This design comes from an exercise in tuning for small area, a short achievable clock period and few clock cycles per item on the open sky130 flow, not from production work. Function was checked by simulation only, so behaviour that the tests miss may differ from the original. Power is estimated from default activity; no workload was simulated.

==> design/flow/design.v <==
`default_nettype none
package hash_search_pkg;
    localparam int pattern_w    = 8;
    localparam int nibble_w     = 4;
    localparam int store_depth  = 256;
    localparam int index_w      = 8;
    localparam int bucket_count = 16;
    localparam int bucket_slots = 16;
    localparam int slot_w       = 4;
    localparam int fill_w       = 5;     
    localparam int dist_w       = 4;     
    localparam int rank_depth   = 3;
    localparam int count_w      = 2;     
    localparam int state_w = 3;
    localparam logic [state_w-1:0] st_idle    = 3'd0;
    localparam logic [state_w-1:0] st_scan_lo = 3'd1;
    localparam logic [state_w-1:0] st_scan_hi = 3'd2;
    localparam logic [state_w-1:0] st_drain   = 3'd3;
    localparam logic [state_w-1:0] st_finish  = 3'd4;
    typedef union packed {
        logic [pattern_w-1:0] word;
        struct packed {
            logic [nibble_w-1:0] hi;
            logic [nibble_w-1:0] lo;
        } nib;
    } pattern_word_t;
endpackage
`default_nettype wire
`timescale 1ns/10ps
`default_nettype none
module pattern_store (
    input  logic                                  clk,
    input  logic                                  store_write,
    input  logic [hash_search_pkg::index_w-1:0]   write_index,
    input  logic [hash_search_pkg::pattern_w-1:0] write_data,
    input  logic [hash_search_pkg::index_w-1:0]   read_index,
    output logic [hash_search_pkg::pattern_w-1:0] read_data
);
    logic [hash_search_pkg::pattern_w-1:0] mem [hash_search_pkg::store_depth];
    always_ff @(posedge clk)
    begin
        if (store_write)
        begin
            mem[write_index] <= write_data;
        end
        read_data <= mem[read_index];     
    end
endmodule
`default_nettype wire
`timescale 1ns/10ps
`default_nettype none
module bucket_index (
    input  logic                                  clk,
    input  logic                                  reset,
    input  logic                                  store_write,
    input  logic [hash_search_pkg::pattern_w-1:0] write_data,
    input  logic [hash_search_pkg::index_w-1:0]   write_index,
    input  logic [hash_search_pkg::nibble_w-1:0]  read_key_lo,
    input  logic [hash_search_pkg::nibble_w-1:0]  read_key_hi,
    input  logic                                  scan_high,
    input  logic [hash_search_pkg::slot_w-1:0]    slot,
    output logic [hash_search_pkg::fill_w-1:0]    fill_lo,
    output logic [hash_search_pkg::fill_w-1:0]    fill_hi,
    output logic [hash_search_pkg::index_w-1:0]   read_index
);
    logic [hash_search_pkg::index_w-1:0] bucket_mem [2][hash_search_pkg::bucket_count]
                                                      [hash_search_pkg::bucket_slots];
    logic [hash_search_pkg::fill_w-1:0]   fill [2][hash_search_pkg::bucket_count];
    hash_search_pkg::pattern_word_t       word;
    logic [hash_search_pkg::nibble_w-1:0] write_key [2];
    logic [hash_search_pkg::slot_w-1:0]   write_slot [2];
    logic [1:0]                           has_room;
    assign word         = write_data;
    assign write_key[0] = word.nib.lo;
    assign write_key[1] = word.nib.hi;
    always_comb
    begin
        for (int t = 0; t < 2; t++)
        begin
            has_room[t]   = fill[t][write_key[t]] < hash_search_pkg::bucket_slots;
            write_slot[t] = fill[t][write_key[t]][hash_search_pkg::slot_w-1:0];
        end
    end
    always_ff @(posedge clk)
    begin
        if (reset)
        begin
            for (int t = 0; t < 2; t++)
            begin
                for (int b = 0; b < hash_search_pkg::bucket_count; b++)
                begin
                    fill[t][b] <= '0;
                end
            end
        end
        else if (store_write)
        begin
            for (int t = 0; t < 2; t++)
            begin
                if (has_room[t])
                begin
                    fill[t][write_key[t]] <= fill[t][write_key[t]] + 1'b1;     
                end
            end
        end
    end
    always_ff @(posedge clk)
    begin
        for (int t = 0; t < 2; t++)
        begin
            if (store_write && has_room[t])
            begin
                bucket_mem[t][write_key[t]][write_slot[t]] <= write_index;
            end
        end
    end
    assign fill_lo    = fill[0][read_key_lo];
    assign fill_hi    = fill[1][read_key_hi];
    assign read_index = scan_high ? bucket_mem[1][read_key_hi][slot]
                                  : bucket_mem[0][read_key_lo][slot];
endmodule
`default_nettype wire
`timescale 1ns/10ps
`default_nettype none
module slot_counter (
    input  logic                               clk,
    input  logic                               reset,
    input  logic                               count_start,
    input  logic [hash_search_pkg::fill_w-1:0] count_fill,
    output logic [hash_search_pkg::slot_w-1:0] slot,
    output logic                               active,
    output logic                               last
);
    logic [hash_search_pkg::fill_w-1:0] fill_q;
    always_ff @(posedge clk)
    begin
        if (reset)
        begin
            slot   <= '0;
            fill_q <= '0;
            active <= 1'b0;
        end
        else if (count_start)
        begin
            slot   <= '0;
            fill_q <= count_fill;
            active <= (count_fill != '0);     
        end
        else if (active)
        begin
            slot   <= slot + 1'b1;
            active <= !last;
        end
    end
    assign last = active && ({1'b0, slot} == fill_q - 1'b1);
endmodule
`default_nettype wire
`timescale 1ns/10ps
`default_nettype none
module search_fsm (
    input  logic                                  clk,
    input  logic                                  reset,
    input  logic                                  load_valid,
    input  logic                                  query_start,
    input  logic [hash_search_pkg::pattern_w-1:0] query_data,
    input  logic [hash_search_pkg::fill_w-1:0]    fill_lo,
    input  logic [hash_search_pkg::fill_w-1:0]    fill_hi,
    input  logic                                  active,
    input  logic                                  last,
    output logic                                  store_write,
    output logic [hash_search_pkg::index_w-1:0]   write_index,
    output logic                                  entry_full,
    output logic [hash_search_pkg::pattern_w-1:0] query_key,
    output logic                                  count_start,
    output logic [hash_search_pkg::fill_w-1:0]    count_fill,
    output logic                                  scan_high,
    output logic                                  candidate_valid,
    output logic                                  rank_clear,
    output logic                                  rank_finish,
    output logic                                  busy,
    output logic                                  done
);
    logic [hash_search_pkg::state_w-1:0] state;
    logic setup;        
    logic query_ok;
    logic lo_done;
    logic hi_empty;
    assign busy        = (state != hash_search_pkg::st_idle) || done;
    assign query_ok    = !busy && query_start;
    assign store_write = !busy && load_valid && !entry_full;
    assign rank_clear  = query_ok;
    assign rank_finish = (state == hash_search_pkg::st_finish);
    assign hi_empty = (fill_hi == '0);
    assign lo_done  = setup ? (fill_lo == '0) : last;
    assign count_start = (state == hash_search_pkg::st_scan_lo) && (setup || lo_done);
    assign count_fill  = lo_done ? fill_hi : fill_lo;
    always_ff @(posedge clk)
    begin
        if (reset)
        begin
            write_index <= '0;
            entry_full  <= 1'b0;
        end
        else if (store_write)
        begin
            {entry_full, write_index} <= {1'b0, write_index} + 1'b1;
        end
    end
    always_ff @(posedge clk)
    begin
        if (query_ok)
        begin
            query_key <= query_data;
        end
    end
    always_ff @(posedge clk)
    begin
        if (reset)
        begin
            state           <= hash_search_pkg::st_idle;
            setup           <= 1'b0;
            scan_high       <= 1'b0;
            candidate_valid <= 1'b0;
            done            <= 1'b0;
        end
        else
        begin
            setup           <= query_ok;
            candidate_valid <= active;     
            done            <= (state == hash_search_pkg::st_finish);
            case (state)
                hash_search_pkg::st_idle:
                begin
                    if (query_ok)
                    begin
                        state     <= hash_search_pkg::st_scan_lo;
                        scan_high <= 1'b0;
                    end
                end
                hash_search_pkg::st_scan_lo:
                begin
                    if (lo_done && hi_empty)
                    begin
                        state <= hash_search_pkg::st_drain;
                    end
                    else if (lo_done)
                    begin
                        state     <= hash_search_pkg::st_scan_hi;
                        scan_high <= 1'b1;
                    end
                end
                hash_search_pkg::st_scan_hi:
                begin
                    if (last)
                    begin
                        state <= hash_search_pkg::st_drain;
                    end
                end
                hash_search_pkg::st_drain:
                begin
                    state <= hash_search_pkg::st_finish;     
                end
                default:
                begin
                    state <= hash_search_pkg::st_idle;
                end
            endcase
        end
    end
endmodule
`default_nettype wire
`timescale 1ns/10ps
`default_nettype none
module distance_rank (
    input  logic                                  clk,
    input  logic                                  reset,
    input  logic [hash_search_pkg::pattern_w-1:0] query_data,
    input  logic                                  candidate_valid,
    input  logic                                  candidate_high,
    input  logic [hash_search_pkg::pattern_w-1:0] candidate,
    input  logic                                  rank_clear,
    input  logic                                  rank_finish,
    output logic [hash_search_pkg::count_w-1:0]   match_count,
    output logic [hash_search_pkg::pattern_w-1:0] match0,
    output logic [hash_search_pkg::pattern_w-1:0] match1,
    output logic [hash_search_pkg::pattern_w-1:0] match2,
    output logic [hash_search_pkg::dist_w-1:0]    dist0,
    output logic [hash_search_pkg::dist_w-1:0]    dist1,
    output logic [hash_search_pkg::dist_w-1:0]    dist2
);
    hash_search_pkg::pattern_word_t         query_word;
    hash_search_pkg::pattern_word_t         cand_word;
    logic [hash_search_pkg::pattern_w-1:0]  diff;
    logic [hash_search_pkg::dist_w-1:0]     cand_dist;
    logic                                   high_q;
    logic                                   take;
    logic [hash_search_pkg::count_w-1:0]    keep_count;
    logic [hash_search_pkg::pattern_w-1:0]  keep_pat [hash_search_pkg::rank_depth];
    logic [hash_search_pkg::dist_w-1:0]     keep_dist [hash_search_pkg::rank_depth];
    logic [hash_search_pkg::rank_depth-1:0] beats;     
    logic [hash_search_pkg::rank_depth-1:0] lands;     
    assign query_word = query_data;
    assign cand_word  = candidate;
    assign diff       = query_word.word ^ cand_word.word;
    always_comb
    begin
        cand_dist = '0;
        for (int i = 0; i < hash_search_pkg::pattern_w; i++)
        begin
            cand_dist = cand_dist + {{(hash_search_pkg::dist_w-1){1'b0}}, diff[i]};
        end
    end
    always_ff @(posedge clk)
    begin
        if (reset)
        begin
            high_q <= 1'b0;
        end
        else
        begin
            high_q <= candidate_high;
        end
    end
    assign take = candidate_valid && !(high_q && (cand_word.nib.lo == query_word.nib.lo));
    always_comb
    begin
        for (int i = 0; i < hash_search_pkg::rank_depth; i++)
        begin
            beats[i] = (i >= keep_count) || (cand_dist < keep_dist[i]);     
        end
        lands[0] = beats[0];
        for (int i = 1; i < hash_search_pkg::rank_depth; i++)
        begin
            lands[i] = beats[i] && !beats[i-1];
        end
    end
    always_ff @(posedge clk)
    begin
        if (reset || rank_clear)
        begin
            keep_count <= '0;
        end
        else if (take && (keep_count < hash_search_pkg::rank_depth))
        begin
            keep_count <= keep_count + 1'b1;
        end
    end
    always_ff @(posedge clk)
    begin
        if (take)
        begin
            if (lands[0])
            begin
                keep_pat[0]  <= candidate;
                keep_dist[0] <= cand_dist;
            end
            for (int i = 1; i < hash_search_pkg::rank_depth; i++)
            begin
                if (lands[i])
                begin
                    keep_pat[i]  <= candidate;
                    keep_dist[i] <= cand_dist;
                end
                else if (beats[i])
                begin
                    keep_pat[i]  <= keep_pat[i-1];     
                    keep_dist[i] <= keep_dist[i-1];
                end
            end
        end
    end
    always_ff @(posedge clk)
    begin
        if (reset)
        begin
            match_count <= '0;
        end
        else if (rank_finish)
        begin
            match_count <= keep_count;
        end
    end
    always_ff @(posedge clk)
    begin
        if (rank_finish)
        begin
            match0 <= keep_pat[0];
            match1 <= keep_pat[1];
            match2 <= keep_pat[2];
            dist0  <= keep_dist[0];
            dist1  <= keep_dist[1];
            dist2  <= keep_dist[2];
        end
    end
endmodule
`default_nettype wire
`timescale 1ns/10ps
`default_nettype none
module hash_search (
    input  logic                                  clk,
    input  logic                                  reset,
    input  logic                                  load_valid,
    input  logic [hash_search_pkg::pattern_w-1:0] load_data,
    input  logic                                  query_start,
    input  logic [hash_search_pkg::pattern_w-1:0] query_data,
    output logic                                  busy,
    output logic                                  done,
    output logic [hash_search_pkg::count_w-1:0]   match_count,
    output logic [hash_search_pkg::pattern_w-1:0] match0,
    output logic [hash_search_pkg::pattern_w-1:0] match1,
    output logic [hash_search_pkg::pattern_w-1:0] match2,
    output logic [hash_search_pkg::dist_w-1:0]    dist0,
    output logic [hash_search_pkg::dist_w-1:0]    dist1,
    output logic [hash_search_pkg::dist_w-1:0]    dist2
);
    logic                                  store_write;
    logic [hash_search_pkg::index_w-1:0]   write_index;
    logic [hash_search_pkg::pattern_w-1:0] query_key;
    logic                                  count_start;
    logic [hash_search_pkg::fill_w-1:0]    count_fill;
    logic                                  scan_high;
    logic                                  candidate_valid;
    logic                                  rank_clear;
    logic                                  rank_finish;
    logic [hash_search_pkg::fill_w-1:0]    fill_lo;
    logic [hash_search_pkg::fill_w-1:0]    fill_hi;
    logic [hash_search_pkg::slot_w-1:0]    slot;
    logic                                  active;
    logic                                  last;
    logic [hash_search_pkg::index_w-1:0]   read_index;
    logic [hash_search_pkg::pattern_w-1:0] read_data;
    search_fsm u_fsm (
        .clk             (clk),
        .reset           (reset),
        .load_valid      (load_valid),
        .query_start     (query_start),
        .query_data      (query_data),
        .fill_lo         (fill_lo),
        .fill_hi         (fill_hi),
        .active          (active),
        .last            (last),
        .store_write     (store_write),
        .write_index     (write_index),
        .entry_full      (),
        .query_key       (query_key),
        .count_start     (count_start),
        .count_fill      (count_fill),
        .scan_high       (scan_high),
        .candidate_valid (candidate_valid),
        .rank_clear      (rank_clear),
        .rank_finish     (rank_finish),
        .busy            (busy),
        .done            (done)
    );
    slot_counter u_counter (
        .clk         (clk),
        .reset       (reset),
        .count_start (count_start),
        .count_fill  (count_fill),
        .slot        (slot),
        .active      (active),
        .last        (last)
    );
    pattern_store u_store (
        .clk         (clk),
        .store_write (store_write),
        .write_index (write_index),
        .write_data  (load_data),
        .read_index  (read_index),
        .read_data   (read_data)
    );
    bucket_index u_index (
        .clk         (clk),
        .reset       (reset),
        .store_write (store_write),
        .write_data  (load_data),
        .write_index (write_index),
        .read_key_lo (query_key[3:0]),
        .read_key_hi (query_key[7:4]),
        .scan_high   (scan_high),
        .slot        (slot),
        .fill_lo     (fill_lo),
        .fill_hi     (fill_hi),
        .read_index  (read_index)
    );
    distance_rank u_rank (
        .clk             (clk),
        .reset           (reset),
        .query_data      (query_key),
        .candidate_valid (candidate_valid),
        .candidate_high  (scan_high),
        .candidate       (read_data),
        .rank_clear      (rank_clear),
        .rank_finish     (rank_finish),
        .match_count     (match_count),
        .match0          (match0),
        .match1          (match1),
        .match2          (match2),
        .dist0           (dist0),
        .dist1           (dist1),
        .dist2           (dist2)
    );
endmodule
`default_nettype wire
==> design/flow/run.sh <==
#!/bin/bash
# synth_recipe.tcl (not shown) runs the flow's synth.tcl, then flattens the netlist and writes it again
# the make line also repeats each setting of config.mk as NAME=value (left out here)
make -C /OpenROAD-flow-scripts/flow DESIGN_CONFIG=/design/flow/config.mk WORK_HOME=/design/flow/orfs CLKGATE_MAP_FILE= SYNTH_SCRIPT=/design/flow/synth_recipe.tcl finish
==> design/flow/config.mk <==
export PLATFORM = sky130hd
export DESIGN_NAME = hash_search
export DESIGN_NICKNAME = hash_search
export VERILOG_FILES = /design/flow/design.v
export SDC_FILE = /design/flow/constraint.sdc
export NUM_CORES = 4
export LEC_CHECK = 0
export CAP_MARGIN = 20
export CELL_PAD_IN_SITES_DETAIL_PLACEMENT = 1
export CELL_PAD_IN_SITES_GLOBAL_PLACEMENT = 2
export CORE_MARGIN = 2
export CORE_UTILIZATION = 30
export PLACE_DENSITY = 0.4
export SLEW_MARGIN = 20
==> design/flow/constraint.sdc <==
create_clock -name core_clock -period 10.0 [get_ports {clk}]
set_input_delay 2.0000 -clock core_clock [delete_from_list [all_inputs] [get_ports {clk}]]
set_output_delay 2.0000 -clock core_clock [all_outputs]
set_load 0.01 [all_outputs]
==> notes.md <==
* Initial antenna violation count at 123
* First-pass DRT Iterations at 6
* Total negative slack at 0 ns
* Clk buf depth at 4
* Family with the most delay on the worst path: compound AO/OA/AOI/OAI gates
* GRT Util Overall at 22.4%
* Final #Nets at 14478
* Dominant cells by area after synthesis: edfxtp_1, mux4_2, mux2i_1, nand2_1, nor2_1
* Final Cycle Share at 89.8%
* Static Leak at 88.0 nW
* Final setup violation count at 0
* Setup repair bufs after CTS at 0
* CP max stage delay at 0.84 ns
* Worst Hold Class: register to register
* Number of synthesized flops with an enable pin at 6384
* Main flop type after synthesis: edfxtp_1
* Worst-path clk slew at 0.06 ns
* Leading area contributor after synthesis: edfxtp_1
* CORE AREA at 847000 um2
* Reg-to-Reg End: u_store.read_data[2]$_DFF_P_
* WP data required at 10.98 ns
* Crit path max fanout at 78
* Final Hold Fails at 0
* Sink Count at 6427
* Crit path arrival time at 9.96 ns
* Syn Area/Cell at 18.3 um2
* R2R Path Start: u_counter.slot[0]$_SDFFE_PP0P_
* Post-layout min period at 8.98 ns
* Largest net degree at the start of global routing at 200
* Max rail drop VDD at 0.196 mV
* Fillers at 83064
* Wire length per cell at 37.6 um
* RSZ-0062 raised after global routing: no
* Synth Warn # at 9
* Critical path type: register to register
* Async set-reset flop share out of synthesis at 0%
* CTS tree: built
* First-pass GRT wire length at 1330 mm
* Input/output buffers at 59
* Via count at 137169
* Clk root buf: clkbuf_16
* CTS Hold Bufs at 0
* F_max at 111 MHz
* Outcome: finished clean
* Die H at 926 um
* Seq cells post-synth at 6427
* Crit start category: register
* Hold slack at 0.415 ns
* H-tree levels at 6
* Max_cap viols at 0
* Rows at 338
* Cts bufs inserted at 748
* Post-synth top area share at 75.2%
* Worst clock skew at 0.0438 ns
* Die ar. at 858000 um2
* Worst-Skew Late Latency at 1.17 ns
* Commonest non-fill, non-tap cell in the layout: edfxtp_1
* Vias in the first global route at 144094
* Final ANT Viol Nets at 0
* CP Capture Type: register
* Worst Path Buf+Inv at 7
* Power per cell area at 211 nW/um2
* Most frequent cells in the layout: edfxtp_1, nand2_1, mux4_2
* Worst R2R Setup Slack at 1.02 ns
* Synth Instances at 13912
* Die Span X at 926 um
* Synthesis-to-finish area growth at 15.8%
* HP Start: u_rank.keep_pat[2][0]$_DFFE_PP_
* Cell Area, Synth at 255000 um2
* GP Congestion at 0.774
* Drt initial violations at 12480
* Critical path, cell by cell: buf_16, buf_12, buf_12, buf_4, mux4_2, mux2_2, a2111oi_0, a311oi_1, o2111ai_1, o22a_1, nand2_4, buf_12, buf_4, a2111oi_0, a221oi_1, nand3_1, nand3_1, o31ai_1, buf_4, nand4_1
* Post-cts sizing count at 0
* Syn Nets at 13967
* Hold-critical path depth at 0
* # DRC at 0
* Via/cell ratio at 5.22
* Relative slew margins at 17.8%
* Total wire length at 987 mm
* R2R depth at 20
* HPWL after DPL at 640 mm
* GRT Residual Overflow at 0
* Num ports at 60
* Measured slew at the worst slew-check pin at 1.23 ns
* Max-slew violations at 0
* Initial Util at 30.1%
* Endpoint, Worst Hold: u_rank.match2[0]$_DFFE_PP_
* Fraction of layout cells with a size suffix above 1 at 20.4%
* CP max stage cell: o31ai_1
* Post-synth cell types at 102
* Register area share after synthesis at 75.5%
==> routing by layer <==
metal	wire (um)	part of all wire [%]	vias to the layer above	track usage, %
met3	42100	4.3	963	2.71
li1	-	-	56883	-
met4	19200	1.9	10	3.95
met1	450000	46	75865	32.0
met5	66	0.0067	-	0
met2	476000	48	3448	37.4
==> power by group <==
group | total [mW] | internal [mW] | switching (mW)
sequential | 29.7 | 29.6 | 0.131
combinational | 5.36 | 1.52 | 3.84
clock | 27.2 | 15.6 | 11.6
==> cells by family after synthesis <==
kind of cell,count (synthesis),synth area share [%]
AO/OA/AOI/OAI,1426,3.79
XOR/XNOR,29,0.0996
adder cells (fa/ha/maj),35,0.183
buffers and inverters,946,2.09
flip-flops,6427,75.5
multiplexers,1841,12.9
AND/OR/NAND/NOR,3208,5.46
==> flip-flops by register name, summed over array words and instances, names as in the netlist, 12 cells and up, named ones only <==
| register | flops |
|---|---|
| u_rank.keep_dist | 12 |
| u_store.mem | 2048 |
| u_index.bucket_mem | 4096 |
| u_index.fill | 160 |
| u_rank.keep_pat | 24 |
==> synth_stat cells (31+ instances only) <==
library cell and instances:
a211oi_1 106, a21oi_1 307, a221oi_1 46, a22oi_1 296
a31oi_1 118, a32oi_1 99, and3_1 38, buf_1 43
buf_2 279, buf_4 122, buf_6 98, clkbuf_1 344
dfxtp_1 43, edfxtp_1 6384, ha_1 31, inv_1 37
mux2_2 81, mux2i_1 619, mux4_2 1140, nand2_1 1197
nand2b_1 67, nand3_1 432, nand4_1 64, nor2_1 1077
nor2b_1 153, nor3_1 41, nor4_1 37, o21ai_0 229
==> how the worst max path moves through the flow <==
stage	from	end	slack, ns	depth (start not counted)
3_5_place_dp	u_counter.slot[0]$_SDFFE_PP0P_	u_store.read_data[2]$_DFF_P_	0.97	20
5_1_grt	u_counter.slot[0]$_SDFFE_PP0P_	u_store.read_data[2]$_DFF_P_	1.01	20
4_1_cts	u_counter.slot[0]$_SDFFE_PP0P_	u_store.read_data[2]$_DFF_P_	0.87	20
2_1_floorplan	u_fsm.write_index[1]$_SDFFE_PP0P_	u_store.mem[191][0]$_DFFE_PP_	0.67	3
6_report	u_counter.slot[0]$_SDFFE_PP0P_	u_store.read_data[2]$_DFF_P_	1.02	20
3_3_place_gp	u_counter.slot[0]$_SDFFE_PP0P_	u_store.read_data[4]$_DFF_P_	0.48	20
==> cell type report <==
type                       count  area (um2)  area share [%]
antenna                       30        75.1          0.0254
clock buffer                 914       19500            6.60
inverter                      39         151          0.0513
multi-input combinational   6539       58000            19.6
timing repair buffer         668        6460            2.19
sequential                  6427      193000            65.2
clock inverter               437        4430            1.50
tap                        11220       14000            4.76
==> stage by stage <==
step                cells  worst slack, ns  total power, mW  instance area [um2]  utilization [%]
finish              26274             1.02             62.3               295000             34.9
detailed placement  24879            0.966             35.8               271000             32.0
global route        26245             1.01             64.2               295000             34.8
global placement    24866            0.480             35.7               271000             31.9
CTS                 26230            0.872             63.1               295000             34.8
floorplan           13912            0.669             33.0               255000                -
==> worst reg2reg max path, stage by stage, from the launching register on <==
cell	delay (ns)
dfxtp_4	0.64
buf_16	0.29
buf_12	0.31
buf_12	0.23
buf_4	0.46
mux4_2	0.60
mux2_2	0.28
a2111oi_0	0.74
a311oi_1	0.12
o2111ai_1	0.28
o22a_1	0.79
nand2_4	0.38
buf_12	0.34
buf_4	0.47
a2111oi_0	0.85
a221oi_1	0.26
nand3_1	0.37
nand3_1	0.18
o31ai_1	0.84
buf_4	0.29
nand4_1	0.09
Testbench counts, summed over its fixed seeds: cycles 68,845, queries 2,400.

-- re-timing with driven ports --
The flow's constraints put no driver on any port. The routed layout listed below was extracted and timed again, unchanged, in two steps. Step 1 (the two cells are an assumption about what drives the block):
set clk [get_ports {clk}]
set_driving_cell -lib_cell sky130_fd_sc_hd__clkbuf_16 $clk
set_driving_cell -lib_cell sky130_fd_sc_hd__buf_2 [delete_from_list [all_inputs] $clk]
Step 2 adds t to the input delays and takes it off the output delays; t is the mean of the earliest and latest rising clock arrival at the registers after step 1. Input paths then give back, and output paths get back, about the clock's delay inside the block. Slacks: ideal / step 1 / step 2; pairs: ideal / step 1.
t, ns: 1.278
setup slack, ns: 1.022 / 1.022 / 1.022
latest minus earliest clock arrival (ns): 0.052 / 0.051
After both steps setup and hold are still met in this run. The setup slack of this run moves by 0.000 ns with the drivers and by 0.000 ns with both steps.
